This is an optimization exercise on Yosys and OpenROAD, whose aim is small area, a short achievable clock period and few clock cycles per item, not a production implementation.
RTL that was checked went through simulation tests only; none was proved equivalent to the original.
Only the layout flow was run in runs 2 to 6; the RTL was not checked for function there.
Power figures rest on the tool's default switching activity, not on a simulated workload.

==> design/flow/design.v <==
package lps_pkg;
    localparam int COORD_BITS_DEF = 12;
    localparam logic KIND_LOAD = 1'b0;
    localparam logic KIND_STEP = 1'b1;
    localparam int PH_FIRST  = 0;
    localparam int PH_SECOND = 1;
    localparam int PH_WALK0  = 2;
    localparam int PH_WALK   = 3;
endpackage
module lps_step_core
#(
    parameter int W = lps_pkg::COORD_BITS_DEF
)
(
    input  logic                clk,
    input  logic                rst_n,
    input  logic                proc,
    input  logic                kind,
    input  logic                load_wr,
    input  logic signed [W-1:0] x_start,
    input  logic signed [W-1:0] y_start,
    input  logic signed [W-1:0] x_end,
    input  logic signed [W-1:0] y_end,
    output logic                res_pixel_valid,
    output logic signed [W-1:0] res_x,
    output logic signed [W-1:0] res_y,
    output logic                res_last
);
    logic [3:0]   phase_reg, phase_next;    
    logic [W-1:0] cur_x_reg, cur_x_next;
    logic [W-1:0] cur_y_reg, cur_y_next;
    logic [W-1:0] far_x_reg, far_x_next;    
    logic [W-1:0] far_y_reg, far_y_next;    
    logic [W-1:0] u_reg, u_next;            
    logic [W-1:0] v_reg, v_next;            
    logic         neg_x_reg, neg_x_next;
    logic         neg_y_reg, neg_y_next;
    logic         maj_y_reg, maj_y_next;
    logic         cin_reg, cin_next;        
    logic         qcin_reg, qcin_next;      
    logic         pv_reg, pv_next;
    logic         last_reg, last_next;
    logic [W:0]   dx, dy, t, q_wrap;
    logic         walking, s_maj, s_min, diag, y_dec, p_far, minor, is_last;
    logic         s_maj_n, s_min_n;
    logic [W-1:0] m_big;
    assign res_pixel_valid = pv_reg;
    assign res_x           = pv_reg ? cur_x_reg : '0;
    assign res_y           = pv_reg ? cur_y_reg : '0;
    assign res_last        = last_reg;
    always_comb
    begin
        dx      = {far_x_reg[W-1], far_x_reg} - {u_reg[W-1], u_reg};
        dy      = {far_y_reg[W-1], far_y_reg} - {v_reg[W-1], v_reg};
        walking = phase_reg[lps_pkg::PH_WALK];
        s_maj   = maj_y_reg ? neg_y_reg : neg_x_reg;
        s_min   = maj_y_reg ? neg_x_reg : neg_y_reg;
        diag    = (v_reg != '0) || s_min;
        y_dec   = diag && (neg_x_reg ^ neg_y_reg);
        p_far   = (maj_y_reg && !diag) ? neg_y_reg : neg_x_reg;
        t       = {1'b0, u_reg} + {1'b1, ~v_reg} + (W+1)'(cin_reg);
        minor   = t[W];
        q_wrap  = {1'b0, u_reg} + {1'b0, walking ? far_x_reg : '0} + (W+1)'(qcin_reg);
        m_big   = u_reg;
        phase_next = phase_reg;
        cur_x_next = cur_x_reg;
        cur_y_next = cur_y_reg;
        far_x_next = far_x_reg;
        far_y_next = far_y_reg;
        u_next     = u_reg;
        v_next     = v_reg;
        neg_x_next = neg_x_reg;
        neg_y_next = neg_y_reg;
        maj_y_next = maj_y_reg;
        pv_next    = pv_reg;
        last_next  = last_reg;
        is_last    = 1'b0;
        if (proc)
        begin
            pv_next   = 1'b0;
            last_next = 1'b0;
            if (kind == lps_pkg::KIND_LOAD)
                phase_next = 4'b0001 << lps_pkg::PH_FIRST;
            else
            begin
                phase_next = '0;
                case (1'b1)
                    phase_reg[lps_pkg::PH_FIRST]:
                    begin
                        pv_next    = 1'b1;
                        cur_x_next = u_reg;
                        cur_y_next = v_reg;
                        u_next     = dx[W-1:0] ^ {W{dx[W]}};
                        v_next     = dy[W-1:0] ^ {W{dy[W]}};
                        neg_x_next = dx[W];
                        neg_y_next = dy[W];
                        phase_next[lps_pkg::PH_SECOND] = 1'b1;
                    end
                    phase_reg[lps_pkg::PH_SECOND]:
                    begin
                        pv_next    = 1'b1;
                        cur_x_next = far_x_reg;
                        cur_y_next = far_y_reg;
                        far_x_next = cur_x_reg;
                        far_y_next = cur_y_reg;
                        maj_y_next = t[W];
                        u_next     = t[W] ? v_reg : u_reg;
                        v_next     = t[W] ? u_reg : v_reg;
                        phase_next[lps_pkg::PH_WALK0] = 1'b1;
                    end
                    phase_reg[lps_pkg::PH_WALK0]:
                    begin
                        pv_next    = 1'b1;
                        if (!p_far)
                        begin
                            cur_x_next = far_x_reg;
                            cur_y_next = far_y_reg;
                        end
                        u_next     = q_wrap[W:1];
                        far_x_next = t[W-1:0];
                        far_y_next = q_wrap[W-1:0];
                        is_last    = (m_big[W-1:1] == '0)
                                  && (s_maj ? (diag && !m_big[0]) : (m_big[0] == diag));
                        last_next  = is_last;
                        phase_next[lps_pkg::PH_WALK] = !is_last;
                    end
                    phase_reg[lps_pkg::PH_WALK]:
                    begin
                        pv_next    = 1'b1;
                        far_y_next = far_y_reg - 1'b1;
                        u_next     = minor ? q_wrap[W-1:0] : t[W-1:0];
                        if (!maj_y_reg || minor)
                            cur_x_next = cur_x_reg + 1'b1;
                        if (maj_y_reg || minor)
                            cur_y_next = cur_y_reg + {{(W-1){y_dec}}, 1'b1};
                        is_last    = (far_y_reg == {{(W-2){1'b0}}, diag, !diag});
                        last_next  = is_last;
                        phase_next[lps_pkg::PH_WALK] = !is_last;
                    end
                    default:
                    begin
                    end
                endcase
            end
        end
        if (load_wr)
        begin
            far_x_next = x_end;
            far_y_next = y_end;
            u_next     = x_start;
            v_next     = y_start;
        end
        s_maj_n = maj_y_next ? neg_y_next : neg_x_next;
        s_min_n = maj_y_next ? neg_x_next : neg_y_next;
        if (phase_next[lps_pkg::PH_SECOND])
            cin_next = neg_x_next || !neg_y_next;
        else if (phase_next[lps_pkg::PH_WALK0])
            cin_next = s_maj_n || !s_min_n;
        else
            cin_next = !s_min_n;
        qcin_next = s_maj_n && !(phase_next[lps_pkg::PH_WALK] && s_min_n);
    end
    always_ff @(posedge clk or negedge rst_n)
    begin
        if (!rst_n)
            phase_reg <= '0;
        else
            phase_reg <= phase_next;
    end
    always_ff @(posedge clk)
    begin
        cur_x_reg <= cur_x_next;
        cur_y_reg <= cur_y_next;
        far_x_reg <= far_x_next;
        far_y_reg <= far_y_next;
        u_reg     <= u_next;
        v_reg     <= v_next;
        neg_x_reg <= neg_x_next;
        neg_y_reg <= neg_y_next;
        maj_y_reg <= maj_y_next;
        cin_reg   <= cin_next;
        qcin_reg  <= qcin_next;
        pv_reg    <= pv_next;
        last_reg  <= last_next;
    end
endmodule
module line_pixel_stepper
#(
    parameter int COORD_BITS = lps_pkg::COORD_BITS_DEF
)
(
    input  logic                         clk,
    input  logic                         rst_n,
    input  logic                         req_valid,
    output logic                         req_ready,
    input  logic                         req_kind,
    input  logic signed [COORD_BITS-1:0] req_x_start,
    input  logic signed [COORD_BITS-1:0] req_y_start,
    input  logic signed [COORD_BITS-1:0] req_x_end,
    input  logic signed [COORD_BITS-1:0] req_y_end,
    output logic                         rsp_valid,
    input  logic                         rsp_ready,
    output logic                         rsp_pixel_valid,
    output logic signed [COORD_BITS-1:0] rsp_pixel_x,
    output logic signed [COORD_BITS-1:0] rsp_pixel_y,
    output logic                         rsp_last
);
    logic pend_reg, pend_kind_reg, out_valid_reg;
    logic o_free, have, proc, kind_e, load_wr;
    assign req_ready = !pend_reg;
    assign rsp_valid = out_valid_reg;
    assign o_free    = !out_valid_reg || rsp_ready;
    assign have      = pend_reg || req_valid;
    assign proc      = have && o_free;
    assign kind_e    = pend_reg ? pend_kind_reg : req_kind;
    assign load_wr   = req_valid && !pend_reg && (req_kind == lps_pkg::KIND_LOAD);
    always_ff @(posedge clk or negedge rst_n)
    begin
        if (!rst_n)
        begin
            pend_reg      <= 1'b0;
            out_valid_reg <= 1'b0;
        end
        else
        begin
            pend_reg      <= have && !o_free;
            out_valid_reg <= proc || (out_valid_reg && !rsp_ready);
        end
    end
    always_ff @(posedge clk)
    begin
        if (!pend_reg)
            pend_kind_reg <= req_kind;
    end
    lps_step_core #(
        .W (COORD_BITS)
    ) u_core (
        .clk             (clk),
        .rst_n           (rst_n),
        .proc            (proc),
        .kind            (kind_e),
        .load_wr         (load_wr),
        .x_start         (req_x_start),
        .y_start         (req_y_start),
        .x_end           (req_x_end),
        .y_end           (req_y_end),
        .res_pixel_valid (rsp_pixel_valid),
        .res_x           (rsp_pixel_x),
        .res_y           (rsp_pixel_y),
        .res_last        (rsp_last)
    );
endmodule
==> design/flow/flow/run.sh <==
#!/bin/bash
# The standard layout (the standard.sh: ORFS synthesis to finish, unchanged), except
# that the buffer on each input and output port is sky130_fd_sc_hd__buf_1 instead of the
# cell buffer_ports picks by itself (a slow clkdlybuf4s50_1 delay cell).
# ORFS writes each step's full log under orfs/logs/; make's own output goes to
# flow_make.log here.
set -euo pipefail
cd "$(dirname "$0")/.."
export BUFFER_PORTS_ARGS="-buffer_cell sky130_fd_sc_hd__buf_1"
bash standard.sh finish > flow_make.log 2>&1
==> design/flow/standard.sh <==
#!/bin/bash
# synth_recipe.tcl (not shown) runs the flow's synth.tcl, then flattens the netlist and writes it again
# the make line also repeats each setting of config.mk as NAME=value (left out here)
make -C /OpenROAD-flow-scripts/flow DESIGN_CONFIG=/design/flow/config.mk WORK_HOME=/design/flow/orfs CLKGATE_MAP_FILE= SYNTH_SCRIPT=/design/flow/synth_recipe.tcl "${@:-finish}"
==> design/flow/config.mk <==
export PLATFORM = sky130hd
export DESIGN_NAME = line_pixel_stepper
export DESIGN_NICKNAME = line_pixel_stepper
export VERILOG_FILES = /design/flow/design.v
export SDC_FILE = /design/flow/constraint.sdc
export NUM_CORES = 4
export LEC_CHECK = 0
export CAP_MARGIN = 0
export CORE_MARGIN = 2
export CORE_UTILIZATION = 60
export SETUP_SLACK_MARGIN = 4.3
export SLEW_MARGIN = 0
export TNS_END_PERCENT = 0
==> design/flow/constraint.sdc <==
create_clock -name core_clock -period 7.0 [get_ports {clk}]
set_input_delay 1.4000 -clock core_clock [delete_from_list [all_inputs] [get_ports {clk}]]
set_output_delay 1.4000 -clock core_clock [all_outputs]
set_load 0.01 [all_outputs]
==> reports/qor.yml, run 1 <==
grt_antenna_before_repair: 0
holdBufCountCts: 0
gp_congestion: 0.9902
crit_type: "flop to flop"
skew_ns: 0.007180
outcome: "finished clean"
clock_path_buffers: 2
finalHoldViolations: 0
worstPathArrival_ns: 3.20
grtUsageTotal_pct: 38.63
drive_above_1_share_pct: 10.93
yosys.area.top_type_share_pct: 27.24
reg2reg_slack_ns: 3.92
h-tree-depth: 3
synth_flop_cell: "edfxtp_1"
area_growth_pct: 13.93
synth_edf_count: 74
via_per_inst: 6.585
slowest_delay_ns: 0.45
place_inst: 1183
synth_top_cell_by_area: "edfxtp_1"
fp.dieArea_um2: 14540
fin_crit_ns: 3.082
postSynthCellCount: 970
die_h_um: 120.6
ys_types: 77
crit_required_ns: 7.12
leakagePower_nw: 3.607
grt_pass1_wl_mm: 41.88
cts_tree: "done"
tightest_slew_ns: 1.163
drt_iter0_markers: 1266
grt_pass1_vias: 7178
end_kind: "flop"
drt_first_pass_iters: 7
ir_drop_mv: 0.2805
drv_cap: 0
rsz0062_at_grt: "yes"
diodes: 0
synth.avg_cell_area_um2: 8.409
tns_ns: 0
grt_max_degree: 87
layoutNonFillerInstCount: 1228
portBuffers: 80
synth_seq_cells: 86
synthTopCellsByArea: "edfxtp_1, ha_1, xnor2_1"
synth-async-reset-ratio_pct: 6.977
netlist_area_um2: 8157
clkLatencyLatePin_ns: 0.36
std_cell_rows: 42
clk_pin_slew_ns: 0.07
p_per_area_nw_per_um2: 396.9
worst_setup_path_start_kind: "flop"
fin_util_pct: 70.17
crit_buf_inv: 0
remaining_drc_errors: 0
finalMaxSlewViolations: 0
nNetsFinal: 1156
synth_nets: 1079
fin_crit_sh_pct: 44.02
relSlewSlack_pct: 22.46
cts_root_buf: "clkbuf_16"
wirelength_mm: 27.87
wl_per_cell_um: 22.70
max_freq_ghz: 0.3245
num_io_pins: 81
yosysWarningCount: 2
cpMostUsedCell: "fa_2"
place_hpwl_mm: 19.90
yosysSeqAreaShare_pct: 30.56
start_util_pct: 61.59
cp_cell_sequence: "and2_1 -> fa_2 -> fa_2 -> a21o_1 -> a21oi_1 -> xor2_1 -> nand2_2 -> mux2i_2 -> o21ai_0 -> a22o_1"
critical_path.slowest_cell: "edfxtp_1"
crit_fanout: 3
drt.antenna.violating_nets: 0
hold_path_class: "flop to flop"
core_area_um2: 13240
cts_buffers: 9
grt.overflow.total: 0
vias: 8086
crit_family: "compound AO/OA/AOI/OAI gates"
setup_violations: 0
die_x_um: 120.6
cts_sinks: 86
==> cells in the mapped netlist, types with 3 or more instances <==
cell type	count
a21oi_1	96
nor2_1	91
nand2_1	83
edfxtp_1	74
o21ai_0	67
xnor2_1	61
ha_1	50
inv_1	45
and2_1	41
clkbuf_1	36
nor3_1	29
xor2_1	28
mux2i_1	24
nand3_1	19
a211oi_1	13
a21o_1	13
a31oi_1	11
o21a_1	11
and3_1	10
nand2b_1	10
buf_1	9
nor4_1	9
nor2b_1	8
o211ai_1	8
o31ai_1	8
dfrtp_1	6
dfxtp_1	6
fa_1	6
nand4_1	6
o21bai_1	6
a32oi_1	5
or2_2	5
a221oi_1	4
a22o_1	4
a22oi_1	4
a41oi_1	4
nor3b_1	4
o2111ai_1	4
mux2_2	3
o21ai_1	3
==> worst min-delay path: stages (launching register included) <==
cell and delay (ns):
dfrtp_1 0.36, nand2b_1 0.09, nand2_1 0.06
==> cells in the final DEF (no fill, tap or decap), types with 5 or more instances in the layout <==
master     instances
nand2b_1           9
ha_1              49
nor2b_1            8
buf_1             80
edfxtp_1          74
nor3_1            28
xor2_1            26
buf_4             34
a21oi_1           95
o211ai_1           8
clkbuf_16          9
fa_2               6
nor2_1            90
a32oi_1            5
o21ai_0           60
a31oi_1           10
a21o_1            13
o21ai_1            9
nand4_1            6
and2_1            40
nand3_1           18
and3_1            10
mux2i_1           23
or2_2              5
o31ai_1            6
nor4_1             7
o21bai_1           6
xnor2_1           59
nand2_1           80
dfxtp_1            6
inv_1             42
a211oi_1          10
o21a_1            11
==> per-layer routing <==
metal | vias to the layer above | GRT usage (%) | part of all wire [%]
li1 | 3674 | - | -
met1 | 3746 | 55.75 | 41
met2 | 577 | 54.80 | 42
met3 | 89 | 9.292 | 13
met4 | 0 | 17.15 | 4.0
met5 | - | 0 | 0
==> worst paths after layout <==
kind | start | endpoint | cells past startpoint
worst max-delay path | u_core.far_x_reg[0] | u_core.u_reg[3] | 10
worst min-delay path | out_valid_reg | out_valid_reg | 2
worst max register to register | u_core.far_x_reg[0] | u_core.u_reg[3] | 10
worst min register to register | out_valid_reg | out_valid_reg | 2
max in group asynchronous | rst_n | u_core.phase_reg[3] | 1
min in group asynchronous | rst_n | pend_reg | 1
==> timing repair <==
| action | CTS | global route |
|---|---|---|
| endpoints found under the setup margin | 144 | 130 |
| pin swaps | 9 | 7 |
| buffers inserted | 25 | 4 |
| gates resized for setup | 12 | 11 |
| hold endpoints to repair | 0 | 0 |
| gates cloned | 0 | 0 |
==> report_power, final <==
part,switching (mW),internal [mW]
Sequential,0.176,0.733
Clock,0.218,0.312
Combinational,1.30,0.946
==> kinds of logic (layout without fill, tap and decap cells) <==
kind of cell               Yosys count  in the layout  share of synthesized area, %
DFF                                 86             86                         30.56
AOI/OAI and AO/OA                  291            291                         23.15
xor gates and xnor gates            90             90                         9.833
buffers and inverters               94            176                         4.602
adders and majority gates           56             56                         9.143
muxes                               28             28                         3.497
and+or+nand+nor                    325            325                         19.22
==> layout make-up <==
cell class | instances | area (µm²)
Sequential cell | 86 | 2496
Timing Repair Buffer | 115 | 575.6
Clock buffer | 10 | 229.0
Clock inverter | 6 | 86.33
Multi-Input combinational cell | 790 | 5517
Inverter | 45 | 168.9
Tap cell | 176 | 220.2
Fill cell | 1116 | 3950
==> stage by stage <==
stage          instance area (µm²)  worst slack (ns)  power (mW)  hold WS (ns)
2_1_floorplan                 8294             4.241       2.427        0.4811
3_3_place_gp                  8656             3.652       2.942        0.5084
3_5_place_dp                  8656             3.615       2.951        0.5193
4_1_cts                       9226             3.976       3.579        0.5425
5_1_grt                       9293             3.827       3.878        0.5871
6_report                      9293             3.918       3.689        0.5466
Testbench counts, summed over its fixed seeds: cycles 32,008, items 32,000.
==> run 2, diff against run 1 <==
--- a/design/flow/design.v
+++ b/design/flow/design.v
@@ -45,8 +45,8 @@
     logic         s_maj_n, s_min_n;
     logic [W-1:0] m_big;
     assign res_pixel_valid = pv_reg;
-    assign res_x           = pv_reg ? cur_x_reg : '0;
-    assign res_y           = pv_reg ? cur_y_reg : '0;
+    assign res_x           = cur_x_reg;    
+    assign res_y           = cur_y_reg;
     assign res_last        = last_reg;
     always_comb
     begin
@@ -80,7 +80,11 @@
             pv_next   = 1'b0;
             last_next = 1'b0;
             if (kind == lps_pkg::KIND_LOAD)
+            begin
+                cur_x_next = '0;
+                cur_y_next = '0;
                 phase_next = 4'b0001 << lps_pkg::PH_FIRST;
+            end
             else
             begin
                 phase_next = '0;
@@ -139,6 +143,8 @@
                     end
                     default:
                     begin
+                        cur_x_next = '0;
+                        cur_y_next = '0;
                     end
                 endcase
             end
==> design/flow/config.mk (replaced) <==
export PLATFORM = sky130hd
export DESIGN_NAME = line_pixel_stepper
export DESIGN_NICKNAME = line_pixel_stepper
export VERILOG_FILES = /design/flow/design.v
export SDC_FILE = /design/flow/constraint.sdc
export NUM_CORES = 4
export LEC_CHECK = 0
export CAP_MARGIN = 20
export CORE_MARGIN = 2
export CORE_UTILIZATION = 55
export SETUP_SLACK_MARGIN = 4.0
export SLEW_MARGIN = 20
export TNS_END_PERCENT = 5
==> reports/qor.yml, run 2 <==
leakagePower_nw: 3.621
synthTopCellsByArea: "edfxtp_1, ha_1, xnor2_1"
critical_path.slowest_cell: "edfxtp_1"
grtUsageTotal_pct: 37.01
wirelength_mm: 30.14
start_util_pct: 55.72
netlist_area_um2: 8006
finalHoldViolations: 0
h-tree-depth: 3
end_kind: "flop"
fin_util_pct: 65.26
synth-async-reset-ratio_pct: 6.977
fin_crit_sh_pct: 46.35
tns_ns: 0
setup_violations: 0
skew_ns: 0.01162
std_cell_rows: 44
synth_commonest_cells: "nor2_1, nand2_1, edfxtp_1, a21oi_1, o21ai_0"
die_h_um: 124.7
hold_path_class: "flop to flop"
drt_first_pass_iters: 5
clock_path_buffers: 2
max_freq_ghz: 0.3082
finalMaxSlewViolations: 0
die_x_um: 124.7
num_io_pins: 81
drv_cap: 0
reg2reg_to: "u_core.u_reg[10]"
crit_required_ns: 7.10
timing.rr.start: "u_core.u_reg[1]"
synth_edf_count: 74
fin_crit_ns: 3.245
timing.final.ws_setup_ns: 3.755
wl_per_cell_um: 24.39
grt_pass1_vias: 7659
final_cell_mix: "nor2_1, buf_1, nand2_1"
drive_above_1_share_pct: 11.90
clkLatencyLatePin_ns: 0.35
fp.dieArea_um2: 15540
yosysWarningCount: 2
grt_max_degree: 51
cpMostUsedCell: "o21ai_1"
gp_congestion: 1.078
via_per_inst: 6.871
yosysMostFrequentCell: "nor2_1"
worst_setup_path_start_kind: "flop"
synth_nets: 1065
synth.avg_cell_area_um2: 8.392
drt_iter0_markers: 1175
place_ws_ns: 2.985
slowest_delay_ns: 0.47
yosysSeqAreaShare_pct: 31.13
nNetsFinal: 1157
min_path_cells: 2
crit_fanout: 5
cts_sinks: 86
grt_antenna_before_repair: 4
crit_family: "compound AO/OA/AOI/OAI gates"
reg2reg_depth: 11
cp_cell_sequence: "inv_1 -> fa_2 -> nor2b_1 -> o31a_1 -> buf_4 -> o21ai_1 -> o21ai_0 -> xnor2_2 -> a2bb2oi_1 -> a221oi_2 -> o21ai_1"
place_hpwl_mm: 21.95
ir_drop_mv: 0.2410
synth_top_cell_by_area: "edfxtp_1"
drt.antenna.violating_nets: 0
postSynthCellCount: 954
clk_pin_slew_ns: 0.07
ys_types: 70
p_per_area_nw_per_um2: 387.9
cts_buffers: 9
reg2reg_slack_ns: 3.76
outcome: "finished clean"
rsz0062_at_grt: "yes"
hp-start: "out_valid_reg"
core_area_um2: 14370
crit_path_start: "u_core.u_reg[1]"
worstPathArrival_ns: 3.35
crit_type: "flop to flop"
whs_endpoint: "out_valid_reg"
grt_pass1_wl_mm: 44.15
final_common_cell: "nor2_1"
cts_tree: "done"
grt.overflow.total: 0
yosys.area.top_type_share_pct: 27.75
vias: 8493
synth_seq_cells: 86
area_growth_pct: 17.11
crit_buf_inv: 2
remaining_drc_errors: 0
relSlewSlack_pct: 46.77
portBuffers: 80
cp.depth: 11
tightest_slew_ns: 0.7984
cts_root_buf: "clkbuf_16"
synth_flop_cell: "edfxtp_1"
[run 2: layout make-up]
cell class | count | area (µm²)
sequential | 86 | 2494
fill | 1223 | 4992
antenna | 2 | 5.005
tap | 184 | 230.2
clock inverter | 5 | 27.53
inverter | 56 | 210.2
timing repair buffer | 125 | 690.7
multi-input combinational | 768 | 5490
clock buffer | 10 | 229.0
[run 2: kinds of logic after synthesis]
| family | share of synthesized area, % |
|---|---|
| AOI/OAI and AO/OA | 24.22 |
| xor gates and xnor gates | 9.033 |
| adders and majority gates | 9.627 |
| buffers and inverters | 4.860 |
| DFF | 31.13 |
| muxes | 2.219 |
| and+or+nand+nor | 18.91 |
[run 2: power by group]
group | switching (mW) | leakage (nW) | total [mW] | internal [mW]
registers | 0.165 | 0.834 | 0.883 | 0.718
logic | 1.34 | 2.67 | 2.30 | 0.957
clock network | 0.218 | 0.119 | 0.454 | 0.236
[run 2: per-layer routing]
| layer | part of all wire [%] | GRT usage, % | vias up |
|---|---|---|---|
| met5 | 0.043 | 0 | - |
| li1 | - | - | 3723 |
| met4 | 4.6 | 15.60 | 2 |
| met3 | 13 | 11.00 | 100 |
| met1 | 40 | 52.38 | 4064 |
| met2 | 42 | 52.59 | 604 |
[run 2: how the worst max path moves through the flow]
stage,endpoint,slack [ns]
5_1_grt,u_core.u_reg[10],3.76
4_1_cts,u_core.v_reg[9],3.62
2_1_floorplan,u_core.u_reg[0],3.94
6_report,u_core.u_reg[10],3.76
3_3_place_gp,u_core.u_reg[5],3.11
3_5_place_dp,u_core.u_reg[11],2.99
[run 2: worst reg2reg max path, cell delays in order, from the launching register on]
cell	delay (ns)
edfxtp_1	0.47
inv_1	0.21
fa_2	0.45
nor2b_1	0.17
o31a_1	0.28
buf_4	0.15
o21ai_1	0.11
o21ai_0	0.41
xnor2_2	0.19
a2bb2oi_1	0.11
a221oi_2	0.36
o21ai_1	0.10
[run 2: what timing repair did]
item	in CTS	in global routing
endpoints found under the setup margin	110	117
resized for setup	16	50
setup buffers	10	25
cloned	0	1
hold buffers	0	0
pin swaps	3	25
hold endpoints to repair	0	0
[run 2: stage by stage]
stage	power (mW)	hold slack (ns)	cells	area, µm²
6_report	3.638	0.5520	1236	9376
5_1_grt	3.816	0.5955	1234	9371
4_1_cts	3.346	0.5534	1208	8946
3_5_place_dp	2.824	0.5375	1183	8509
3_3_place_gp	2.776	0.5029	1183	8509
2_1_floorplan	2.271	0.4860	954	8082
==> run 3, diff against run 2 <==
--- a/design/flow/config.mk
+++ b/design/flow/config.mk
@@ -8,6 +8,6 @@
 export CAP_MARGIN = 20
 export CORE_MARGIN = 2
 export CORE_UTILIZATION = 55
-export SETUP_SLACK_MARGIN = 4.0
+export SETUP_SLACK_MARGIN = 3.8
 export SLEW_MARGIN = 20
-export TNS_END_PERCENT = 5
+export TNS_END_PERCENT = 10
==> reports/qor.yml, run 3 <==
portBuffers: 80
crit_required_ns: 7.11
place_ws_ns: 2.957
remaining_drc_errors: 0
final_cell_mix: "nor2_1, buf_1, nand2_1"
tns_ns: 0
gp_congestion: 1.042
wirelength_mm: 30.62
leakagePower_nw: 3.576
synth_top_cell_by_area: "edfxtp_1"
clk_pin_slew_ns: 0.07
netlist_area_um2: 8006
cts_buffers: 9
finalHoldViolations: 0
reg2reg_slack_ns: 3.72
drv_cap: 0
reg2reg_depth: 11
die_x_um: 124.7
timing.final.ws_setup_ns: 3.721
core_area_um2: 14370
grt_pass1_vias: 7666
nNetsFinal: 1146
end_kind: "flop"
endpoint: "u_core.far_y_reg[7]"
cp.depth: 11
register_area_um2: 2494
grt_use_met3_pct: 10.22
grt_antenna_before_repair: 1
ys_types: 70
holdBufCountCts: 0
fin_crit_sh_pct: 46.85
outcome: "finished clean"
via_per_inst: 6.939
synth-async-reset-ratio_pct: 6.977
cts_root_buf: "clkbuf_16"
worst_setup_path_start_kind: "flop"
worstPathArrival_ns: 3.38
yosys.area.top_type_share_pct: 27.75
synth_flop_cell: "edfxtp_1"
drt.antenna.violating_nets: 0
synth_seq_cells: 86
clock_path_buffers: 2
synth_edf_count: 74
crit_buf_inv: 1
die_h_um: 124.7
drt_first_pass_iters: 12
met1_usage_pct: 53.24
p_per_area_nw_per_um2: 394.5
crit_family: "compound AO/OA/AOI/OAI gates"
critical_path.slowest_cell: "o22ai_1"
hold_path_class: "flop to flop"
finalMaxSlewViolations: 0
tightest_slew_ns: 0.7991
crit_fanout: 15
fin_crit_ns: 3.280
cts_sinks: 86
place_hpwl_mm: 22.28
yosysMostFrequentCell: "nor2_1"
setup_violations: 0
vias: 8500
grt_max_degree: 50
cp_cell_sequence: "buf_4 -> and2_1 -> ha_1 -> nand3_1 -> o22ai_1 -> o21a_1 -> xor2_1 -> nor2b_1 -> o21bai_1 -> o211ai_1 -> o21a_1"
postSynthCellCount: 954
num_io_pins: 81
relSlewSlack_pct: 46.73
synth.avg_cell_area_um2: 8.392
wl_per_cell_um: 25.00
n_fill_cell: 1282
yosysWarningCount: 2
start_util_pct: 55.72
reg2reg_to: "u_core.far_y_reg[7]"
cpMostUsedCell: "o21a_1"
final_common_cell: "nor2_1"
multi_input_area_um2: 5385
area_growth_pct: 15.38
grt_pass1_wl_mm: 44.78
crit_path_start: "u_core.phase_reg[3]"
h-tree-depth: 3
synthTopCellsByArea: "edfxtp_1, ha_1, xnor2_1"
synth_nets: 1065
drive_above_1_share_pct: 9.231
timing.rr.start: "u_core.phase_reg[3]"
std_cell_rows: 44
drt_iter0_markers: 1229
ir_drop_mv: 0.2436
clkLatencyLatePin_ns: 0.36
grtUsageTotal_pct: 37.56
rsz0062_at_grt: "yes"
max_freq_ghz: 0.3049
global_route.peak_usage_layer: "met2"
slowest_delay_ns: 0.48
synth_commonest_cells: "nor2_1, nand2_1, edfxtp_1, a21oi_1, o21ai_0"
grt.overflow.total: 0
crit_type: "flop to flop"
met2_usage_pct: 53.74
yosysSeqAreaShare_pct: 31.13
fp.dieArea_um2: 15540
skew_ns: 0.01111
cts_tree: "done"
-- run 3: changes by cell type in the layout (fill, tap and decap cells not counted), moves of 3 or more --
| cell | change |
|---|---|
| buf_4 | -11 |
| o21ai_0 | +4 |
| o21ai_1 | -4 |
| a21oi_1 | +3 |
| inv_1 | +3 |
| inv_2 | -3 |
-- run 3: final cells by class --
cell class	count	area share, %
clock buffers	12	2.560
repair buffers	114	6.583
clock inverters	4	0.7720
well taps	184	2.492
diodes	1	0.02709
flip-flops and latches	86	26.99
inverters	56	2.276
multi-input cells	768	58.30
-- run 3: per-stage QoR --
| stage | std cells | hold WS (ns) | util (%) | area [µm²] | total power, mW |
|---|---|---|---|---|---|
| after floorplan | 954 | 0.4860 | - | 8054 | 2.262 |
| after global placement | 1183 | 0.5070 | 59.03 | 8482 | 2.773 |
| after detailed placement | 1183 | 0.5136 | 59.06 | 8486 | 2.829 |
| after CTS | 1208 | 0.5367 | 62.57 | 8991 | 3.426 |
| after global routing | 1224 | 0.5812 | 64.27 | 9235 | 3.797 |
| final | 1225 | 0.5334 | 64.29 | 9238 | 3.645 |
-- run 3: how the worst min path moves through the flow --
stage,start,endpoint,slack [ns],cells past startpoint
global placement,out_valid_reg,out_valid_reg,0.51,2
finish,out_valid_reg,out_valid_reg,0.53,2
CTS,out_valid_reg,out_valid_reg,0.54,2
global route,out_valid_reg,out_valid_reg,0.58,2
floorplan,u_core.neg_x_reg,u_core.cin_reg,0.49,1
detailed placement,out_valid_reg,out_valid_reg,0.51,2
-- run 3: cells by family after synthesis --
logic type               after synthesis  synth area share (%)
adder cells (fa/ha/maj)               58                 9.627
XOR/XNOR                              81                 9.033
flip-flops                            86                 31.13
AO/OA/AOI/OAI                        296                 24.22
multiplexers                          17                 2.219
buffers and inverters                101                 4.860
AND/OR/NAND/NOR                      315                 18.91
-- run 3: repair_timing --
item / in CTS / in global routing
resized for setup: 23 / 22
setup buffers: 9 / 15
setup endpoints to repair: 96 / 86
cloned: 0 / 1
pin swaps: 6 / 13
-- run 3: worst register-to-register path, cell delays in order (launching register included) --
cell,delay [ns]
dfrtp_2,0.45
buf_4,0.22
and2_1,0.18
ha_1,0.36
nand3_1,0.10
o22ai_1,0.48
o21a_1,0.28
xor2_1,0.13
nor2b_1,0.38
o21bai_1,0.19
o211ai_1,0.10
o21a_1,0.15
-- run 3: metal layers --
metal	part of all wire [%]	wire length, µm	vias to the layer above
met3	14	4263	102
met1	40	12330	4031
met5	0	0	-
met2	41	12650	666
met4	4.5	1379	0
li1	-	-	3701
-- run 3: power by group --
group	switching, mW	internal (mW)
combinational	1.34	0.900
clock	0.216	0.313
sequential	0.158	0.718
total	1.71	1.93
==> run 4, diff against run 3 <==
--- a/design/flow/design.v
+++ b/design/flow/design.v
@@ -44,9 +44,18 @@
     logic         walking, s_maj, s_min, diag, y_dec, p_far, minor, is_last;
     logic         s_maj_n, s_min_n;
     logic [W-1:0] m_big;
+    function automatic logic [W-1:0] step_one(input logic [W-1:0] a, input logic dec);
+        logic c;
+        c = 1'b1;
+        for (int i = 0; i < W; i++)
+        begin
+            step_one[i] = a[i] ^ c;
+            c           = c & (a[i] ^ dec);
+        end
+    endfunction
     assign res_pixel_valid = pv_reg;
-    assign res_x           = cur_x_reg;    
-    assign res_y           = cur_y_reg;
+    assign res_x           = pv_reg ? cur_x_reg : '0;
+    assign res_y           = pv_reg ? cur_y_reg : '0;
     assign res_last        = last_reg;
     always_comb
     begin
@@ -80,11 +89,7 @@
             pv_next   = 1'b0;
             last_next = 1'b0;
             if (kind == lps_pkg::KIND_LOAD)
-            begin
-                cur_x_next = '0;
-                cur_y_next = '0;
                 phase_next = 4'b0001 << lps_pkg::PH_FIRST;
-            end
             else
             begin
                 phase_next = '0;
@@ -131,20 +136,18 @@
                     phase_reg[lps_pkg::PH_WALK]:
                     begin
                         pv_next    = 1'b1;
-                        far_y_next = far_y_reg - 1'b1;
+                        far_y_next = step_one(far_y_reg, 1'b1);
                         u_next     = minor ? q_wrap[W-1:0] : t[W-1:0];
                         if (!maj_y_reg || minor)
-                            cur_x_next = cur_x_reg + 1'b1;
+                            cur_x_next = step_one(cur_x_reg, 1'b0);
                         if (maj_y_reg || minor)
-                            cur_y_next = cur_y_reg + {{(W-1){y_dec}}, 1'b1};
+                            cur_y_next = step_one(cur_y_reg, y_dec);
                         is_last    = (far_y_reg == {{(W-2){1'b0}}, diag, !diag});
                         last_next  = is_last;
                         phase_next[lps_pkg::PH_WALK] = !is_last;
                     end
                     default:
                     begin
-                        cur_x_next = '0;
-                        cur_y_next = '0;
                     end
                 endcase
             end
--- a/design/flow/config.mk
+++ b/design/flow/config.mk
@@ -8,6 +8,5 @@
 export CAP_MARGIN = 20
 export CORE_MARGIN = 2
 export CORE_UTILIZATION = 55
-export SETUP_SLACK_MARGIN = 3.8
+export SETUP_SLACK_MARGIN = 3.7
 export SLEW_MARGIN = 20
-export TNS_END_PERCENT = 10
==> reports/qor.yml, run 4 <==
clkPwrFrac_pct: 15.1
synth_seq_cells: 86
critical_path.slowest_cell: "o41ai_2"
crit_type: "flop to flop"
worstPathArrival_ns: 3.39
std_cell_rows: 44
end_kind: "flop"
crit_family: "compound AO/OA/AOI/OAI gates"
vias: 8038
die_x_um: 125.4
grt_antenna_before_repair: 1
synth_nets: 1082
drive_above_1_share_pct: 11.08
layoutNonFillerInstCount: 1231
clock_path_buffers: 2
start_util_pct: 55.98
tns_ns: 0
cp_cell_sequence: "buf_4 -> nand2_1 -> fa_2 -> inv_1 -> fa_2 -> a21oi_2 -> o211ai_1 -> o41ai_2 -> o211a_1 -> xor2_2 -> mux2i_1 -> o211ai_1 -> a21oi_1"
synth_top_cell_by_area: "edfxtp_1"
max_freq_ghz: 0.3043
clkLatencyLatePin_ns: 0.36
portBuffers: 80
yosys.area.top_type_share_pct: 27.42
n_fill_cell: 1284
via_per_inst: 6.530
yosysWarningCount: 2
tightest_slew_ns: 0.9621
wl_met2_mm: 12.57
fin_crit_ns: 3.286
clk_pin_slew_ns: 0.07
setup_violations: 0
cts_sinks: 86
top_layer: "met5"
diodes: 0
final_common_cell: "nand2_1"
yosysSeqAreaShare_pct: 30.75
p_per_area_nw_per_um2: 372.1
pwr-share-comb_pct: 59.4
worst_setup_path_start_kind: "flop"
wirelength_mm: 29.93
switchingPower_mw: 1.634
grtUsageTotal_pct: 37.83
yosysMostFrequentCell: "nand2_1"
synth_commonest_cells: "nand2_1, o21ai_0, nor2_1, edfxtp_1, a21oi_1"
skew_ns: 0.008542
cts_buffers: 9
swShare_pct: 46.95
die_h_um: 125.4
final_cell_mix: "nand2_1, o21ai_0, nor2_1"
cts_root_buf: "clkbuf_16"
fp.dieArea_um2: 15720
remaining_drc_errors: 0
grt_max_degree: 76
grt.overflow.total: 0
grt_pass1_vias: 7504
place_inst: 1183
cts_tree: "done"
placed_area_um2: 8536
synth_edf_count: 74
drv_cap: 0
final_cell_area_um2: 9354
crit_fanout: 3
ys_types: 72
finalMaxSlewViolations: 0
fin_util_pct: 64.60
postSynthCellCount: 956
rsz0062_at_grt: "yes"
ir_drop_mv: 0.2209
core_area_um2: 14480
outcome: "finished clean"
crit_required_ns: 7.10
wl_met3_mm: 3.348
wl_met1_mm: 12.88
place_hpwl_mm: 22.07
finalHoldViolations: 0
area_growth_pct: 15.41
seqPwrFrac_pct: 25.4
synth.avg_cell_area_um2: 8.478
drt.antenna.violating_nets: 0
netlist_area_um2: 8105
fin_crit_sh_pct: 46.94
leakagePower_nw: 3.713
synth_flop_cell: "edfxtp_1"
crit_buf_inv: 2
hold_path_class: "flop to flop"
p_int_mw: 1.847
num_io_pins: 81
relSlewSlack_pct: 35.62
drt_first_pass_iters: 5
slowest_delay_ns: 0.48
gp_congestion: 0.9791
synthTopCellsByArea: "edfxtp_1, ha_1, o21ai_0"
synth-async-reset-ratio_pct: 6.977
holdBufCountCts: 0
nNetsFinal: 1168
grt_pass1_wl_mm: 44.64
drt_iter0_markers: 1060
wl_per_cell_um: 24.32
h-tree-depth: 3
-- run 4: cell count changes after synthesis, moves of 9 or more --
cell      change
a221oi_1     -14
and2_1       +18
inv_1         +9
nor3_1       -13
a22oi_1       -9
mux2i_1      +27
ha_1         +15
o21ai_0      +26
a31oi_1      -10
nor2b_1       -9
xor2_1       -16
nand2_1      +12
and3_1       -11
-- run 4: power by group through the flow --
stage                     Sequential (mW)  Clock [mW]  Combinational [mW]
after global routing                0.885       0.546                2.22
after floorplan                     0.797           0                1.38
after global placement              0.888           0                1.78
final                               0.885       0.527                2.07
after detailed placement            0.895           0                1.82
after CTS                           0.881       0.524                1.89
-- run 4: final timing paths --
path | start | endpoint | slack [ns] | cells after the start
worst min register to register | out_valid_reg | out_valid_reg | 0.53 | 2
worst min-delay path | out_valid_reg | out_valid_reg | 0.53 | 2
worst max register to register | u_core.far_x_reg[0] | u_core.u_reg[10] | 3.71 | 13
max in group asynchronous | rst_n | u_core.phase_reg[3] | 5.79 | 1
min in group asynchronous | rst_n | out_valid_reg | 0.92 | 1
worst max-delay path | u_core.far_x_reg[0] | u_core.u_reg[10] | 3.71 | 13
-- run 4: cells by family after synthesis --
family          Yosys count  share of synthesized area, %
fa+ha+maj                73                         11.82
simple gates            294                         17.20
mux                      44                         5.495
flops                    86                         30.75
compound gates          285                         22.62
buf+inv                 111                         5.310
xor+xnor                 63                         6.808
-- run 4: layout make-up --
type	instances	area (µm²)	area share [%]
clock buffer	11	252.7	2.702
clock inverter	5	66.31	0.7089
inverter	66	247.7	2.648
multi-input combinational	762	5445	58.21
sequential	86	2496	26.69
tap	184	230.2	2.461
timing repair buffer	117	615.6	6.581
-- run 4: stage by stage --
| stage | power, mW | hold WS [ns] | setup slack, ns |
|---|---|---|---|
| 3_5_place_dp | 2.714 | 0.5157 | 3.229 |
| 5_1_grt | 3.652 | 0.5913 | 3.595 |
| 2_1_floorplan | 2.175 | 0.5036 | 3.813 |
| 3_3_place_gp | 2.669 | 0.5042 | 3.268 |
| 4_1_cts | 3.291 | 0.5306 | 3.725 |
| 6_report | 3.481 | 0.5308 | 3.714 |
-- run 4: worst register-to-register path, cell delays in order, from the launching register on --
cell	delay (ns)
edfxtp_1	0.46
buf_4	0.18
nand2_1	0.07
fa_2	0.23
inv_1	0.07
fa_2	0.38
a21oi_2	0.15
o211ai_1	0.16
o41ai_2	0.48
o211a_1	0.25
xor2_2	0.19
mux2i_1	0.10
o211ai_1	0.24
a21oi_1	0.10
-- run 4: metal layers --
layer  vias up  GRT usage, %
li1       3651             -
met1      3818         55.29
met2       496         53.80
met3        71         9.071
met4         2         15.36
met5         -             0
-- run 4: timing repair --
item | 4_1_cts | 5_1_grt
setup buffers | 6 | 23
pin swaps | 3 | 30
resized for setup | 16 | 31
cloned | 2 | 1
setup endpoints to repair | 77 | 69
==> run 5, diff against run 4 <==
--- a/design/flow/design.v
+++ b/design/flow/design.v
@@ -44,15 +44,6 @@
     logic         walking, s_maj, s_min, diag, y_dec, p_far, minor, is_last;
     logic         s_maj_n, s_min_n;
     logic [W-1:0] m_big;
-    function automatic logic [W-1:0] step_one(input logic [W-1:0] a, input logic dec);
-        logic c;
-        c = 1'b1;
-        for (int i = 0; i < W; i++)
-        begin
-            step_one[i] = a[i] ^ c;
-            c           = c & (a[i] ^ dec);
-        end
-    endfunction
     assign res_pixel_valid = pv_reg;
     assign res_x           = pv_reg ? cur_x_reg : '0;
     assign res_y           = pv_reg ? cur_y_reg : '0;
@@ -127,7 +118,7 @@
                         end
                         u_next     = q_wrap[W:1];
                         far_x_next = t[W-1:0];
-                        far_y_next = q_wrap[W-1:0];
+                        far_y_next = u_reg;
                         is_last    = (m_big[W-1:1] == '0)
                                   && (s_maj ? (diag && !m_big[0]) : (m_big[0] == diag));
                         last_next  = is_last;
@@ -136,13 +127,14 @@
                     phase_reg[lps_pkg::PH_WALK]:
                     begin
                         pv_next    = 1'b1;
-                        far_y_next = step_one(far_y_reg, 1'b1);
+                        far_y_next = far_y_reg - 1'b1;
                         u_next     = minor ? q_wrap[W-1:0] : t[W-1:0];
                         if (!maj_y_reg || minor)
-                            cur_x_next = step_one(cur_x_reg, 1'b0);
+                            cur_x_next = cur_x_reg + 1'b1;
                         if (maj_y_reg || minor)
-                            cur_y_next = step_one(cur_y_reg, y_dec);
-                        is_last    = (far_y_reg == {{(W-2){1'b0}}, diag, !diag});
+                            cur_y_next = cur_y_reg + {{(W-1){y_dec}}, 1'b1};
+                        is_last    = (far_y_reg[W-1:2] == '0)
+                                  && (far_y_reg[1:0] == {diag && !s_maj, diag == s_maj});
                         last_next  = is_last;
                         phase_next[lps_pkg::PH_WALK] = !is_last;
                     end
==> design/flow/config.mk (replaced) <==
export PLATFORM = sky130hd
export DESIGN_NAME = line_pixel_stepper
export DESIGN_NICKNAME = line_pixel_stepper
export VERILOG_FILES = /design/flow/design.v
export SDC_FILE = /design/flow/constraint.sdc
export NUM_CORES = 4
export LEC_CHECK = 0
export CAP_MARGIN = 0
export CORE_MARGIN = 2
export CORE_UTILIZATION = 55
export SETUP_SLACK_MARGIN = 4.1
export SLEW_MARGIN = 0
export TNS_END_PERCENT = 0
==> reports/qor.yml, run 5 <==
outcome: "finished clean"
cpMostUsedCell: "o22a_1"
finalMaxSlewViolations: 0
clkLatencyLatePin_ns: 0.35
setup_violations: 0
p_int_mw: 1.904
reg2reg_depth: 11
vias: 7938
grt_antenna_before_repair: 1
relSlewSlack_pct: 50.56
rsz0062_at_grt: "yes"
synth_commonest_cells: "nand2_1, nor2_1, a21oi_1, edfxtp_1"
diodes: 0
max_freq_ghz: 0.3158
crit_fanout: 9
place_hpwl_mm: 20.31
holdBufCountCts: 0
clkPwrFrac_pct: 13.4
std_cell_rows: 44
tightest_slew_ns: 0.7416
worstPathArrival_ns: 3.27
synth.avg_cell_area_um2: 8.304
hp-start: "out_valid_reg"
core_area_um2: 14530
whs_endpoint: "out_valid_reg"
synth_edf_count: 74
fp.dieArea_um2: 15820
num_io_pins: 81
crit_buf_inv: 2
die_x_um: 125.8
skew_ns: 0.01101
timing.rr.start: "u_core.u_reg[4]"
yosysMostFrequentCell: "nand2_1"
grt.overflow.total: 0
finalHoldViolations: 0
portBuffers: 80
wl_per_cell_um: 22.06
fin_crit_ns: 3.166
h-tree-depth: 3
drt.antenna.violating_nets: 0
start_util_pct: 56.10
wirelength_mm: 27.55
drt_iter0_markers: 1096
netlist_area_um2: 8154
switchingPower_mw: 1.649
grt_max_degree: 70
cts_root_buf: "clkbuf_16"
swShare_pct: 46.42
die_h_um: 125.8
area_growth_pct: 13.09
clk_pin_slew_ns: 0.07
final_cell_mix: "nand2_1, nor2_1, buf_1"
cts_tree: "done"
via_per_inst: 6.355
p_per_area_nw_per_um2: 385.3
pwr-share-comb_pct: 61.2
crit_type: "flop to flop"
synth-async-reset-ratio_pct: 6.977
grt_pass1_vias: 7351
yosysSeqAreaShare_pct: 30.57
yosys.area.top_type_share_pct: 27.25
drive_above_1_share_pct: 9.202
synth_seq_cells: 86
synth_nets: 1092
postSynthCellCount: 982
fin_crit_sh_pct: 45.24
grt_pass1_wl_mm: 42.41
leakagePower_nw: 3.559
synth_top_cell_by_area: "edfxtp_1"
drv_cap: 0
crit_path_start: "u_core.u_reg[4]"
synthTopCellsByArea: "edfxtp_1, ha_1, xnor2_1"
critical_path.slowest_cell: "edfxtp_1"
final_common_cell: "nand2_1"
crit_required_ns: 7.11
cts_buffers: 9
remaining_drc_errors: 0
cp_cell_sequence: "clkinvlp_4 -> ha_1 -> a21oi_1 -> o22ai_2 -> o22a_1 -> a221oi_2 -> a21oi_2 -> buf_6 -> xnor2_1 -> o22a_1 -> and3_1"
min_path_cells: 2
end_kind: "flop"
synth_flop_cell: "edfxtp_1"
reg2reg_to: "u_core.u_reg[8]"
clock_path_buffers: 2
slowest_delay_ns: 0.58
seqPwrFrac_pct: 25.5
drt_first_pass_iters: 6
grtUsageTotal_pct: 35.00
tns_ns: 0
ir_drop_mv: 0.2066
ys_types: 78
cts_sinks: 86
reg2reg_slack_ns: 3.83
nNetsFinal: 1170
worst_setup_path_start_kind: "flop"
crit_family: "compound AO/OA/AOI/OAI gates"
yosysWarningCount: 2
fin_util_pct: 63.45
gp_congestion: 0.9761
hold_path_class: "flop to flop"
## run 5: cell types whose count changed after synthesis, moves of 8 or more
cell     before  now
nor3_1       19   27
nor2_1       84   93
xor2_1       17   29
ha_1         67   51
inv_1        65   50
o21ai_0      86   60
o21ai_1       4   27
a21oi_1      71   82
and3_1        1   12
xnor2_1      46   60
## run 5: power groups by stage
stage | clock (mW) | combinational, mW | sequential (mW)
after floorplan | 0 | 1.52 | 0.820
after global placement | 0 | 1.95 | 0.906
after detailed placement | 0 | 1.95 | 0.909
after CTS | 0.471 | 2.11 | 0.892
after global routing | 0.493 | 2.37 | 0.910
final | 0.475 | 2.17 | 0.905
## run 5: cells by family (layout without fill, tap and decap cells)
family,after synthesis,in the layout,share of synthesized area (%)
AO/OA/AOI/OAI,279,279,21.48
XOR/XNOR,89,89,9.560
adder cells (fa/ha/maj),57,57,9.299
buffers and inverters,98,181,4.803
flip-flops,86,86,30.57
multiplexers,36,36,4.465
AND/OR/NAND/NOR,337,337,19.82
## run 5: repair_timing
item,4_1_cts,5_1_grt
resized for setup,36,5
hold endpoints to repair,0,0
endpoints found under the setup margin,128,134
buffers inserted,21,1
pin swaps,14,0
## run 5: cell type report
cell class | instances | area (µm²)
multi-input combinational | 798 | 5451
fill | 1341 | 5313
sequential | 86 | 2495
timing repair buffer | 112 | 556.8
clock buffer | 12 | 256.5
tap | 184 | 230.2
inverter | 53 | 202.7
clock inverter | 4 | 28.78
## run 5: how the worst max path moves through the flow
stage,to,cells after the start
after detailed placement,u_core.v_reg[9],9
after global routing,u_core.u_reg[0],10
after global placement,u_core.v_reg[10],9
final,u_core.u_reg[8],11
after floorplan,u_core.cur_x_reg[0],9
after CTS,u_core.u_reg[0],11
## run 5: per-layer routing
layer  track usage [%]  routed length (µm)  share of wire, %  vias up
li1                  -                   -                 -     3713
met2             50.52               11560                42      469
met3             6.797                3109                11       67
met5                 0                   0                 0        -
met1             52.34               11930                43     3689
met4             12.41                 949               3.4        0
## run 5: worst min-delay path, delay by kind of cell (launching register included)
kind	cells	cell delay (ns)
simple gates	2	0.16
flops	1	0.36
## run 5: through the flow
| step | instances | power [mW] | area, µm² | setup WS [ns] | hold slack [ns] |
|---|---|---|---|---|---|
| after detailed placement | 1211 | 2.857 | 8577 | 3.284 | 0.5364 |
| after floorplan | 982 | 2.341 | 8154 | 3.854 | 0.4992 |
| after global routing | 1249 | 3.773 | 9221 | 3.747 | 0.6018 |
| final | 1249 | 3.553 | 9221 | 3.834 | 0.5438 |
| after CTS | 1248 | 3.469 | 9181 | 3.963 | 0.5506 |
| after global placement | 1211 | 2.857 | 8577 | 3.328 | 0.5339 |
==> run 6, diff against run 5 <==
--- a/design/flow/design.v
+++ b/design/flow/design.v
@@ -42,7 +42,8 @@
     logic         last_reg, last_next;
     logic [W:0]   dx, dy, t, q_wrap;
     logic         walking, s_maj, s_min, diag, y_dec, p_far, minor, is_last;
-    logic         s_maj_n, s_min_n;
+    logic         s_maj_n, s_min_n, walk_upd;
+    logic [W-1:0] u_d;
     logic [W-1:0] m_big;
     assign res_pixel_valid = pv_reg;
     assign res_x           = pv_reg ? cur_x_reg : '0;
@@ -75,6 +76,7 @@
         pv_next    = pv_reg;
         last_next  = last_reg;
         is_last    = 1'b0;
+        walk_upd   = 1'b0;
         if (proc)
         begin
             pv_next   = 1'b0;
@@ -118,7 +120,7 @@
                         end
                         u_next     = q_wrap[W:1];
                         far_x_next = t[W-1:0];
-                        far_y_next = u_reg;
+                        far_y_next = q_wrap[W-1:0];
                         is_last    = (m_big[W-1:1] == '0)
                                   && (s_maj ? (diag && !m_big[0]) : (m_big[0] == diag));
                         last_next  = is_last;
@@ -128,13 +130,12 @@
                     begin
                         pv_next    = 1'b1;
                         far_y_next = far_y_reg - 1'b1;
-                        u_next     = minor ? q_wrap[W-1:0] : t[W-1:0];
+                        walk_upd   = 1'b1;
                         if (!maj_y_reg || minor)
                             cur_x_next = cur_x_reg + 1'b1;
                         if (maj_y_reg || minor)
                             cur_y_next = cur_y_reg + {{(W-1){y_dec}}, 1'b1};
-                        is_last    = (far_y_reg[W-1:2] == '0)
-                                  && (far_y_reg[1:0] == {diag && !s_maj, diag == s_maj});
+                        is_last    = (far_y_reg == {{(W-2){1'b0}}, diag, !diag});
                         last_next  = is_last;
                         phase_next[lps_pkg::PH_WALK] = !is_last;
                     end
@@ -161,6 +162,16 @@
             cin_next = !s_min_n;
         qcin_next = s_maj_n && !(phase_next[lps_pkg::PH_WALK] && s_min_n);
     end
+    lps_pick #(
+        .W (W)
+    ) u_pick (
+        .walk  (walk_upd),
+        .minor (minor),
+        .a     (q_wrap[W-1:0]),
+        .b     (t[W-1:0]),
+        .c     (u_next),
+        .y     (u_d)
+    );
     always_ff @(posedge clk or negedge rst_n)
     begin
         if (!rst_n)
@@ -174,7 +185,7 @@
         cur_y_reg <= cur_y_next;
         far_x_reg <= far_x_next;
         far_y_reg <= far_y_next;
-        u_reg     <= u_next;
+        u_reg     <= u_d;
         v_reg     <= v_next;
         neg_x_reg <= neg_x_next;
         neg_y_reg <= neg_y_next;
@@ -184,6 +195,20 @@
         pv_reg    <= pv_next;
         last_reg  <= last_next;
     end
+endmodule
+module lps_pick
+#(
+    parameter int W = lps_pkg::COORD_BITS_DEF
+)
+(
+    input  logic         walk,
+    input  logic         minor,
+    input  logic [W-1:0] a,
+    input  logic [W-1:0] b,
+    input  logic [W-1:0] c,
+    output logic [W-1:0] y
+);
+    assign y = walk ? (minor ? a : b) : c;
 endmodule
 module line_pixel_stepper
 #(
==> design/flow/config.mk (replaced) <==
export PLATFORM = sky130hd
export DESIGN_NAME = line_pixel_stepper
export DESIGN_NICKNAME = line_pixel_stepper
export VERILOG_FILES = /design/flow/design.v
export SDC_FILE = /design/flow/constraint.sdc
export NUM_CORES = 4
export LEC_CHECK = 0
export CAP_MARGIN = 20
export CORE_MARGIN = 2
export CORE_UTILIZATION = 55
export SETUP_SLACK_MARGIN = 3.8
export SLEW_MARGIN = 20
export TNS_END_PERCENT = 10
==> reports/qor.yml, run 6 <==
outcome: "finished clean"
final_cell_mix: "a21oi_1, nor2_1, o21ai_0"
grt_pass1_vias: 7149
hold_path_class: "flop to flop"
grt_pass1_wl_mm: 42.70
skew_ns: 0.009115
clkPwrFrac_pct: 15.1
nNetsFinal: 1178
finalMaxSlewViolations: 0
area_growth_pct: 17.56
die_x_um: 125.6
clock_path_buffers: 2
cts_tree: "done"
final_common_cell: "a21oi_1"
drive_above_1_share_pct: 12.94
reg2reg_depth: 13
p_per_area_nw_per_um2: 343.0
grt_max_degree: 76
netlist_area_um2: 8130
tns_ns: 0
die_h_um: 125.6
wl_per_cell_um: 23.05
p_int_mw: 1.795
n_fill_cell: 1270
wirelength_mm: 28.99
fp.dieArea_um2: 15770
drt_iter0_markers: 956
rsz0062_at_grt: "yes"
core_area_um2: 14480
slowest_delay_ns: 0.44
relSlewSlack_pct: 38.80
cp_cell_sequence: "fa_2 -> inv_2 -> fa_2 -> nor2b_2 -> o31a_1 -> o31ai_4 -> o21bai_2 -> o41ai_4 -> buf_6 -> a21oi_4 -> o21a_1 -> o21ai_4 -> buf_6"
grt.overflow.total: 0
synth_top_cell_by_area: "edfxtp_1"
synth_seq_cells: 86
drt.antenna.violating_nets: 0
yosysMostFrequentCell: "a21oi_1"
remaining_drc_errors: 0
max_freq_ghz: 0.2973
fin_util_pct: 66.01
place_hpwl_mm: 21.57
synth_commonest_cells: "a21oi_1, nor2_1, o21ai_0, nand2_1, edfxtp_1"
ys_types: 69
cts_buffers: 9
clkLatencyLatePin_ns: 0.36
synth.avg_cell_area_um2: 8.330
via_per_inst: 6.383
yosysWarningCount: 2
vias: 8030
crit_path_start: "u_core.u_reg[0]"
pwr-share-comb_pct: 58.0
postSynthCellCount: 976
seqPwrFrac_pct: 27.0
timing.rr.start: "u_core.u_reg[0]"
worstPathArrival_ns: 3.44
clk_pin_slew_ns: 0.07
fin_crit_sh_pct: 48.05
finalHoldViolations: 0
grtUsageTotal_pct: 35.64
yosys.area.top_type_share_pct: 27.33
start_util_pct: 56.15
num_io_pins: 81
h-tree-depth: 3
end_kind: "flop"
final_cell_area_um2: 9558
leakagePower_nw: 3.681
drt_first_pass_iters: 7
critical_path.slowest_cell: "edfxtp_1"
synth_flop_cell: "edfxtp_1"
gp_congestion: 1.036
tightest_slew_ns: 0.9180
reg2reg_to: "u_core.u_reg[9]"
diodes: 0
synth_edf_count: 74
portBuffers: 80
reg2reg_slack_ns: 3.64
crit_fanout: 7
yosysSeqAreaShare_pct: 30.66
worst_setup_path_start_kind: "flop"
std_cell_rows: 44
ir_drop_mv: 0.2455
swShare_pct: 45.24
synth-async-reset-ratio_pct: 6.977
synthTopCellsByArea: "edfxtp_1, ha_1, a21oi_1"
cts_root_buf: "clkbuf_16"
crit_type: "flop to flop"
endpoint: "u_core.u_reg[9]"
crit_required_ns: 7.08
grt_antenna_before_repair: 1
fin_crit_ns: 3.363
drv_cap: 0
power_mw: 3.279
switchingPower_mw: 1.483
synth_nets: 1085
setup_violations: 0
cts_sinks: 86
placed_area_um2: 8568
-- run 6: cell count changes in the layout (fill, tap and decap cells not counted), moves of 5 or more --
cell	change
o21ai_0	+24
buf_4	+9
o21ai_1	-23
and3_1	-7
a31oi_1	-8
xnor2_1	-12
a21o_1	+5
a21oi_1	+12
o21a_1	+6
nor2b_1	+7
mux2i_1	-6
nor2_1	-5
nand2_1	-16
-- run 6: logic make-up after synthesis --
kind of cell / count (synthesis) / synth area share (%)
compound gates: 302 / 23.30
mux: 34 / 4.247
fa+ha+maj: 56 / 9.172
buf+inv: 97 / 4.724
xor+xnor: 83 / 8.941
flops: 86 / 30.66
simple gates: 318 / 18.96
-- run 6: layer usage --
| metal | vias up | wire [µm] | global-route usage [%] |
|---|---|---|---|
| li1 | 3724 | - | - |
| met1 | 3770 | 12410 | 52.83 |
| met2 | 475 | 12690 | 52.21 |
| met3 | 61 | 3084 | 7.702 |
| met4 | 0 | 808 | 10.65 |
| met5 | - | 0 | 0 |
-- run 6: timing repair --
action	CTS	global route
gates cloned	0	3
hold buffers	0	0
endpoints found under the setup margin	89	97
resized for setup	14	50
endpoints found under the hold margin	0	0
pin swaps	4	30
setup buffers	8	32
-- run 6: power groups by stage --
stage | Combinational, mW | Clock (mW) | Sequential (mW)
2_1_floorplan | 1.24 | 0 | 0.777
6_report | 1.90 | 0.495 | 0.884
3_3_place_gp | 1.60 | 0 | 0.872
4_1_cts | 1.65 | 0.493 | 0.863
5_1_grt | 2.05 | 0.517 | 0.886
3_5_place_dp | 1.60 | 0 | 0.874
-- run 6: worst min-delay path by stage --
stage / from / end / slack (ns) / cells past startpoint
global placement: out_valid_reg / out_valid_reg / 0.59 / 2
CTS: out_valid_reg / out_valid_reg / 0.62 / 2
finish: out_valid_reg / out_valid_reg / 0.61 / 2
global route: out_valid_reg / out_valid_reg / 0.64 / 2
detailed placement: out_valid_reg / out_valid_reg / 0.60 / 2
floorplan: pend_kind_reg / pend_kind_reg / 0.48 / 2
-- run 6: area by class of cell --
cell class                 count  area [µm²]  area share, %
inverter                      50       187.7          1.964
sequential                    86        2496          26.12
clock buffer                  10       250.2          2.618
tap                          184       230.2          2.409
clock inverter                 6       51.30         0.5367
timing repair buffer         129       739.5          7.737
multi-input combinational    793        5603          58.62
-- run 6: per-stage QoR --
step / hold slack [ns] / instances / setup slack (ns)
after CTS: 0.6159 / 1223 / 3.582
after floorplan: 0.4763 / 976 / 3.691
after global routing: 0.6445 / 1258 / 3.592
after global placement: 0.5907 / 1199 / 2.762
final: 0.6124 / 1258 / 3.637
after detailed placement: 0.5978 / 1199 / 2.662
-- run 6: critical path: cells and delay by family, from the launching register on --
family | cells | cell delay, ns
buf+inv | 3 | 0.44
flops | 1 | 0.44
simple gates | 1 | 0.05
fa+ha+maj | 2 | 0.62
compound gates | 7 | 1.51

[what the ideal ports hide]
No port has a modelled driver above. Below, the same layouts with a new extraction and two added sets of constraints. Step 1 (the two cells are an assumption about what drives the block):
set clk [get_ports {clk}]
set_driving_cell -lib_cell sky130_fd_sc_hd__clkbuf_16 $clk
set_driving_cell -lib_cell sky130_fd_sc_hd__buf_2 [delete_from_list [all_inputs] $clk]
Step 2 also shifts input and output timing later by t, the mid clock arrival at the registers, as if the neighbouring blocks saw the same clock. a / b / c = no drivers / after step 1 / after step 2; a / b = the first two.
run | shift t [ns] | setup WS [ns] | worst setup path at the end | latest minus earliest clock arrival (ns)
run 1 | 0.403 | 3.918 / 3.918 / 3.629 | input to register | 0.007 / 0.007
run 2 | 0.393 | 3.755 / 3.755 / 3.529 | input to register | 0.012 / 0.011
run 3 | 0.392 | 3.720 / 3.720 / 3.448 | input to register | 0.011 / 0.011
run 4 | 0.403 | 3.714 / 3.714 / 3.587 | input to register | 0.009 / 0.008
run 5 | 0.392 | 3.834 / 3.834 / 3.580 | input to register | 0.011 / 0.011
run 6 | 0.400 | 3.637 / 3.637 / 3.481 | input to register | 0.010 / 0.010
After both steps setup and hold are still met in every run listed. For run 1, which loses most, drivers alone change the setup slack by 0.000 ns; drivers and shift together by -0.289 ns.
